This design comes from an exercise in tuning for small area, a short achievable clock period and few clock cycles per item on the open sky130 flow, not from production work.
No functional check of the RTL was part of any run shown here.
Power and IR drop assume default switching activity.

==> flow/design.v, too long to show whole: its modules and the start of the top module <==
// module math_core_alu: 704 lines
module math_core_alu #(
    parameter int DW = 32,
    parameter int CW = 32
) (
    input  logic          clk,
    input  logic          rst,
    input  logic [0:1]    mode,
    input  logic          in_valid,
    output logic          in_ready,
    input  logic [0:DW-1] ain,
    input  logic [0:DW-1] bin,
    output logic          out_valid,
    input  logic          out_ready,
    output logic [0:DW-1] result,
    output logic          ovf,
    output logic [0:CW-1] statistic,
    input  logic          stat_ld,
    input  logic [0:CW-1] stat_din,
    input  logic          flush,
    output logic          busy
);
  // ...
==> flow/flow/run.sh <==
#!/bin/bash
# The standard layout, with plain buf_1 port buffers and a tighter setup target
# for timing repair; the log of the whole make run goes to standard.log.
bash standard.sh BUFFER_PORTS_ARGS="-buffer_cell sky130_fd_sc_hd__buf_1" SETUP_SLACK_MARGIN=5.6 finish > standard.log 2>&1
==> flow/standard.sh <==
#!/bin/bash
# synth_recipe.tcl (not shown) runs the flow's synth.tcl, then flattens the netlist and writes it again
# the make line also repeats each setting of config.mk as NAME=value (left out here)
make -C /OpenROAD-flow-scripts/flow DESIGN_CONFIG=/design/flow/config.mk WORK_HOME=/design/flow/orfs CLKGATE_MAP_FILE= SYNTH_SCRIPT=/design/flow/synth_recipe.tcl "${@:-finish}"
==> flow/config.mk <==
export PLATFORM = sky130hd
export DESIGN_NAME = math_core_alu
export DESIGN_NICKNAME = math_core_alu
export VERILOG_FILES = /design/flow/design.v
export SDC_FILE = /design/flow/constraint.sdc
export NUM_CORES = 4
export LEC_CHECK = 0
export ABC_AREA = 1
export CAP_MARGIN = 20
export CORE_MARGIN = 2
export CORE_UTILIZATION = 40
export SLEW_MARGIN = 20
==> flow/constraint.sdc <==
create_clock -name core_clock -period 10.0 [get_ports {clk}]
set_input_delay 2.0000 -clock core_clock [delete_from_list [all_inputs] [get_ports {clk}]]
set_output_delay 2.0000 -clock core_clock [all_outputs]
set_load 0.01 [all_outputs]
==> flow_summary.yaml, run 1 <==
yosys:
  synth_mux_area_frac: 0
  synthTopCellsByArea: "edfxtp_1 23%, fa_1 11%, xor2_1 11%"
  yosys_warnings: 1
layout:
  final_cells: 3628
  insertedDiodeCount: 0
  multi_input_area_sq_um: 15200
  nets: 3213
  seqCellArea_sq_um: 5990
  clk_share: 0.0313
  design_area_sq_um: 27700
  postLayoutCoreUtil: 0.502
grt:
  use_met2: 0.491
  gr-max-usage-layer: "met2"
  grt_use_met3: 0.0915
power:
  comb-power_mw: 5.67
  power_density_nw_per_um2: 290
  pg_seq_mw: 1.38
floorplan:
  initial_core_util: 0.405
  die_h_microns: 240
routing:
  postRouteAntennaNets: 0
  post_drt_wl_per_cell_microns: 26.5
flow_run:
  drv_cap: 0
placement:
  pre_cts_ws_ns: 4.30
timing:
  finalHoldViolations: 0
clock_tree:
  postCtsResizedCells: 198
status:
  outcome: "finished clean"
==> run 2, diff against run 1 <==
--- a/flow/design.v
+++ b/flow/design.v
@@ -22,17 +22,17 @@
     logic [31:0]   a1;
     logic [31:0]   b1;
     logic [32:1]   a3_1;
     logic [10:0]   bs1_1, bs2_1, bs3_1, bs4_1;
     logic [9:0]    bneg_1;
     logic          bgt_1;            
     logic [1:0]    m1;
     logic          v1;
-    localparam int K = 20;
+    localparam int K = 24;
     logic [31:K]   s2;
     logic [31:K]   c2;
     logic [K-1:0]  lo2;
     logic          ck2;
     logic          k1_2;
     logic          k2_2;
     logic          mulp2;
     logic [2-1:0] l32_2;
==> flow_summary.yaml, run 2 <==
layout:
  layout_commonest_cell: "inv_1"
  num-fill-cells: 5270
  postLayoutCoreUtil: 0.496
  top_regs: "a1 x32, a3_1 x32, r_stat x32"
  areaGrowthSynthToFinish_pct: 22.9
  drive_gt1_frac: 0.193
  nets: 3188
  final_cell_mix: "293 x inv_1, 281 x nand2_1, 261 x xor2_1"
clock_tree:
  hold_buffers: 0
  clkTransAtPathRegs_ns: 0.06
  clk_latency_ns: 0.60
  numCtsBuffers: 26
  cts_tree: "done"
  cts-root-buf: "clkbuf_16"
  cts.sinks: 201
  htree_levels: 1
  cts_max_path_buffers: 3
yosys:
  yosys_warnings: 1
  synth_cells: 2600
  synth_cell_types: 58
  async_flop_share: 0.169
  synth-main-ff-cell: "edfxtp_1"
  synth-seq-cells: 201
  yosysSeqAreaShare: 0.264
  syn_nets: 2951
  yosysTopAreaCellShare: 0.226
  synth-edff-count: 167
  synthMostInstantiatedCell: "inv_1"
  yosysTopAreaCell: "edfxtp_1"
  netlist_top_cells_count: "334 x inv_1, 297 x nand2_1, 273 x xor2_1"
  netlist_area_sq_um: 22200
  syn-mean-instance-area_sq_um: 8.55
  synthTopCellsByArea: "edfxtp_1 23%, fa_1 11%, xor2_1 11%"
timing:
  finalMaxSlewViolations: 0
  finalHoldViolations: 0
  clock_skew_ns: 0.0363
  max_slew_margin: 0.320
  setup_violations: 0
  period_minus_slack_ns: 4.85
  max_freq_mhz: 206
  hold_ws_ns: 0.559
  finalCritPeriodShare: 0.485
  grt_setup_unrepaired: "true"
  worstMarginPinSlew_ns: 1.02
  fin_tns_setup_ns: 0
critical_path:
  cp-end-kind: "flop"
  rr_endpoint: "lo2[21]"
  r2r-start: "bs1_1[0]"
  crit_fanout: 6
  worstSetupPathType: "flop to flop"
  critPathArrivalTime_ns: 5.19
  r2r_slack_ns: 5.15
  critPathRequiredTime_ns: 10.34
  start_kind: "flop"
  worstRegToRegCells: 21
grt:
  grt_pass1_vias: 21800
  grt_max_degree: 85
  grtUsageTotal: 0.327
  grt_pass1_wl_mm: 140
  grt_overflow: 0
  antenna_found_initial: 4
routing:
  drt_first_pass_iters: 6
  drc: 0
  drt_iter0_markers: 2757
  post_drt_wl_per_cell_microns: 26.6
  vias: 22500
  via_per_inst: 6.25
  postRouteAntennaNets: 0
  routed_wl_mm: 95.8
floorplan:
  fp.coreArea_sq_um: 55000
  rows: 86
  die_w_microns: 240
  io_pins: 172
  die_h_microns: 240
  dieArea_sq_um: 57400
  initial_core_util: 0.404
placement:
  dp_hpwl_mm: 65.8
  place.port_buffers: 171
  gp_congestion: 1.06
min_path:
  hold_class: "flop to flop"
  hold_depth: 2
  hold_path_end: "r_stat[30]"
  min_from: "r_stat[30]"
power:
  power_density_nw_per_um2: 301
  ir_drop_mv: 0.248
  leakage_nw: 11.3
flow_run:
  drv_cap: 0
status:
  outcome: "finished clean"
-- run 2: metrics by stage --
| stage | cell area (sq um) | cells | setup slack [ns] | power, mW |
|---|---|---|---|---|
| 2_1_floorplan | 22700 | 2600 | 4.67 | 4.49 |
| 3_3_place_gp | 23600 | 3378 | 4.39 | 6.27 |
| 3_5_place_dp | 23600 | 3378 | 4.40 | 6.31 |
| 4_1_cts | 26500 | 3566 | 5.29 | 7.78 |
| 5_1_grt | 27300 | 3605 | 5.00 | 8.75 |
| 6_report | 27300 | 3606 | 5.15 | 8.23 |
-- run 2: layer usage --
metal  wire [microns]  global-route usage
met5              117                   0
met1            38100               0.442
met2            39300               0.480
met3            12100              0.0962
met4             6180               0.153
-- run 2: critical path: stages (launching register included) --
cell and delay (ns):
edfxtp_1 0.45, inv_4 0.15, buf_12 0.15, buf_4 0.12, o22ai_2 0.10, a221oi_4 0.26
xor2_2 0.16, fa_1 0.64, fa_2 0.47, fa_1 0.51, inv_2 0.04, fa_2 0.53
o22ai_2 0.08, a21oi_2 0.19, ha_4 0.25, nand2_1 0.07, inv_1 0.04, nand2_1 0.06
nand2_2 0.08, nand3_1 0.08, nand2_1 0.06, xor2_1 0.14
-- run 2: worst max path at each step --
stage | slack (ns) | startpoint | depth (start not counted) | to
4_1_cts | 5.29 | bs2_1[0] | 20 | lo2[22]
3_3_place_gp | 4.39 | m1[1] | 27 | lo2[21]
5_1_grt | 5.00 | bs1_1[0] | 21 | lo2[21]
3_5_place_dp | 4.40 | m1[1] | 28 | lo2[21]
2_1_floorplan | 4.67 | out_ready | 4 | in_ready
6_report | 5.15 | bs1_1[0] | 21 | lo2[21]
-- run 2: logic make-up (layout without fill, tap and decap cells) --
| kind of cell | after synthesis | in the layout | share of synthesized area |
|---|---|---|---|
| adders and majority gates | 247 | 247 | 0.181 |
| DFF | 201 | 201 | 0.264 |
| muxes | 2 | 2 | 0.000901 |
| AOI/OAI and AO/OA | 686 | 686 | 0.211 |
| and+or+nand+nor | 580 | 582 | 0.115 |
| xor gates and xnor gates | 342 | 342 | 0.135 |
| buffers and inverters | 542 | 796 | 0.0935 |
| other | 0 | 2 | 0 |
-- run 2: area by class of cell --
| cell class | count | area (sq um) | share of cell area |
|---|---|---|---|
| diodes | 2 | 5.00 | 0.000183 |
| clock buffers | 28 | 658 | 0.0241 |
| clock inverters | 19 | 238 | 0.00871 |
| inverters | 361 | 1580 | 0.0580 |
| multi-input cells | 1859 | 15400 | 0.563 |
| flip-flops and latches | 201 | 5870 | 0.215 |
| well taps | 748 | 936 | 0.0343 |
| repair buffers | 378 | 2580 | 0.0946 |
| repair inverters | 10 | 71.3 | 0.00261 |
-- run 2: power breakdown --
group          switching [mW]  leakage, nW  total, mW  internal [mW]
Clock                   0.415        0.426      0.999          0.584
Sequential              0.181         2.22       1.37           1.19
Combinational            3.43         8.63       5.86           2.43
-- run 2: what timing repair did --
item	in CTS	in global routing
setup buffers	129	35
setup endpoints to repair	47	56
gates cloned	12	2
pin swaps	80	85
gates resized for setup	199	111
==> run 3, diff against run 2 <==
--- a/flow/config.mk
+++ b/flow/config.mk
@@ -9,4 +9,5 @@
 export CAP_MARGIN = 20
 export CORE_MARGIN = 2
 export CORE_UTILIZATION = 40
+export CTS_BUF_LIST = sky130_fd_sc_hd__clkbuf_4 sky130_fd_sc_hd__clkbuf_8
 export SLEW_MARGIN = 20
==> flow_summary.yaml, run 3 <==
layout:
  design_area_sq_um: 27100
  seqCellArea_sq_um: 5870
  num-fill-cells: 5283
  postLayoutCoreUtil: 0.493
  nets: 3191
  top_regs: "a1 x32, a3_1 x32, r_stat x32"
  layout_commonest_cell: "inv_1"
  final_cell_mix: "289 x inv_1, 282 x nand2_1, 260 x xor2_1"
  areaGrowthSynthToFinish_pct: 22.0
  final_cells: 3622
  drive_gt1_frac: 0.198
  multi_input_area_sq_um: 15400
timing:
  setup_violations: 0
  layout_setup_ws_ns: 5.10
  fin_tns_setup_ns: 0
  finalHoldViolations: 0
  clock_skew_ns: 0.0551
  grt_setup_unrepaired: "true"
  max_freq_mhz: 204
  max_slew_margin: 0.326
  hold_ws_ns: 0.560
  period_minus_slack_ns: 4.90
  finalMaxSlewViolations: 0
  worstMarginPinSlew_ns: 1.01
  finalCritPeriodShare: 0.490
critical_path:
  cp.depth: 22
  path_common_cell: "fa_1"
  cp_slowest_stage_delay_ns: 0.49
  cp-end-kind: "flop"
  crit_start: "bs2_1[0]"
  worstRegToRegCells: 22
  start_kind: "flop"
  rr_endpoint: "lo2[21]"
  r2r_slack_ns: 5.10
  worst_path_max_delay_cell: "fa_1"
  worstSetupPathType: "flop to flop"
  crit_end: "lo2[21]"
  critPathArrivalTime_ns: 5.27
  cp_num_buf_inv: 5
  crit_fanout: 7
  crit_chain: "clkinvlp_4 > buf_12 > buf_12 > o22ai_1 > a221oi_2 > xor2_1 > ha_1 > inv_2 > fa_1 > fa_1 > inv_1 > fa_1 > o22ai_1 > a21oi_1 > ha_1 > a21oi_1 > nand2_1 > nand2_1 > nand2_2 > nand3_2 > nand2_2 > xor2_1"
  r2r-start: "bs2_1[0]"
  crit_family: "adder cells"
  critPathRequiredTime_ns: 10.37
routing:
  route.met3.wl_mm: 12.4
  routed_wl_mm: 96.1
  via_per_inst: 6.19
  postRouteAntennaNets: 0
  drt_first_pass_iters: 12
  vias: 22400
  wl_met2_mm: 39.8
  post_drt_wl_per_cell_microns: 26.5
  routed.top_layer: "met5"
  drt_iter0_markers: 2977
  drc: 0
  wl_met1_mm: 38.2
clock_tree:
  cts_max_path_buffers: 3
  clkTransAtPathRegs_ns: 0.06
  clk_latency_ns: 0.64
  cts_tree: "done"
  cts-root-buf: "clkbuf_8"
  cts.sinks: 201
  htree_levels: 2
  hold_buffers: 0
  numCtsBuffers: 40
yosys:
  synth_mux_area_frac: 0.000901
  synth_cells: 2600
  yosysTopAreaCell: "edfxtp_1"
  synth-main-ff-cell: "edfxtp_1"
  yosysSeqAreaShare: 0.264
  synth_cell_types: 58
  synthAdderAreaFrac: 0.181
  synth-edff-count: 167
  synthTopCellsByArea: "edfxtp_1 23%, fa_1 11%, xor2_1 11%"
  synth_top_family_by_area: "compound AO/OA/AOI/OAI gates"
  synth_simple_gate_area_share: 0.115
  async_flop_share: 0.169
  syn-mean-instance-area_sq_um: 8.55
  netlist_area_sq_um: 22200
  yosysTopAreaCellShare: 0.226
  netlist_top_cells_count: "334 x inv_1, 297 x nand2_1, 273 x xor2_1"
  post_synth_xor_area_fraction: 0.135
  syn_nets: 2951
  synth-seq-cells: 201
  synth_compound_area_frac: 0.211
  synthMostInstantiatedCell: "inv_1"
  yosys_warnings: 1
floorplan:
  die_w_microns: 240
  fp.coreArea_sq_um: 55000
  dieArea_sq_um: 57400
  die_h_microns: 240
  initial_core_util: 0.404
  io_pins: 172
  rows: 86
placement:
  dp_hpwl_mm: 65.8
  place.port_buffers: 171
  gp_congestion: 1.06
  dp.cells: 3378
  pre_cts_ws_ns: 4.40
  dpl_cell_area_sq_um: 23600
min_path:
  hold_class: "flop to flop"
grt:
  grt_max_degree: 85
  grt_overflow: 0
  antenna_found_initial: 4
  grt_pass1_wl_mm: 140
  grt_pass1_vias: 21900
  grtUsageTotal: 0.329
power:
  p_total_mw: 8.16
  ir_drop_mv: 0.236
  leakage_nw: 11.2
  power_density_nw_per_um2: 301
flow_run:
  drv_cap: 0
status:
  outcome: "finished clean"
## run 3: cell counts after synthesis
Identical to the previous run, type by type.
## run 3: logic make-up (layout without fill, tap and decap cells)
kind of cell / Yosys count / count (layout)
buffers and inverters: 542 / 811
multiplexers: 2 / 2
flip-flops: 201 / 201
AND/OR/NAND/NOR: 580 / 582
adder cells (fa/ha/maj): 247 / 247
XOR/XNOR: 342 / 342
AO/OA/AOI/OAI: 686 / 686
other: 0 / 3
## run 3: how the worst min path moves through the flow
stage	depth (start not counted)	slack, ns	from	end
2_1_floorplan	2	0.55	v1	v2
3_3_place_gp	2	0.54	r_stat[30]	r_stat[30]
3_5_place_dp	2	0.55	r_stat[30]	r_stat[30]
4_1_cts	2	0.57	r_stat[30]	r_stat[30]
5_1_grt	2	0.59	r_stat[30]	r_stat[30]
6_report	2	0.56	r_stat[30]	r_stat[30]
## run 3: cell type report
class / count / area share
tap: 748 / 0.0345
sequential: 201 / 0.216
clock inverter: 24 / 0.00512
clock buffer: 49 / 0.0228
antenna: 3 / 0.000277
timing repair buffer: 368 / 0.0915
multi-input combinational: 1859 / 0.568
timing repair inverter: 9 / 0.00272
inverter: 361 / 0.0583
## run 3: layer usage
layer,track usage,vias to the layer above
met4,0.158,2
li1,-,9672
met3,0.109,423
met5,0,-
met1,0.436,10700
met2,0.479,1616
## run 3: repair_timing
action,in CTS,in global routing
gates cloned,12,0
hold endpoints to repair,0,0
buffers inserted,116,40
pin swaps,82,106
setup endpoints to repair,47,57
gates resized for setup,190,143
## run 3: worst register-to-register path, delay by kind of cell, from the launching register on
family	cells	cell delay, ns
AND/OR/NAND/NOR	5	0.42
AO/OA/AOI/OAI	5	0.88
flip-flops	1	0.45
XOR/XNOR	2	0.31
buffers and inverters	5	0.51
adder cells (fa/ha/maj)	5	2.10
## run 3: report_power, final
part | internal [mW] | switching (mW)
Clock | 0.416 | 0.408
Sequential | 1.19 | 0.193
Combinational | 2.48 | 3.48

[what the ideal ports hide]
How much do the figures lean on ideal ports? The routed layouts below were timed once more, with nothing changed but the port constraints. Step 1 sets driving cells, clkbuf_16 on the clock port and buf_2 on the other inputs (assumed; they add their load-dependent delay and slew). Step 2, shift: input delay + t, output delay - t, t = (earliest + latest rising clock arrival at the registers) / 2. This alone moves slack from input paths to output paths. a / b / c = ideal / step 1 / step 2; a / b = the first two.
run | shift t [ns] | setup slack, ns | worst setup path at the end | clock arrival spread, ns
run 1 | 0.617 | 5.133 / 5.077 / 5.159 | input to register | 0.033 / 0.033
run 2 | 0.647 | 5.147 / 5.147 / 5.019 | input to register | 0.037 / 0.038
run 3 | 0.667 | 5.103 / 5.103 / 5.014 | input to register | 0.055 / 0.055
After both steps setup and hold are still met in every run listed. For run 2, which loses most, drivers alone change the setup slack by 0.000 ns; drivers and shift together by -0.128 ns.
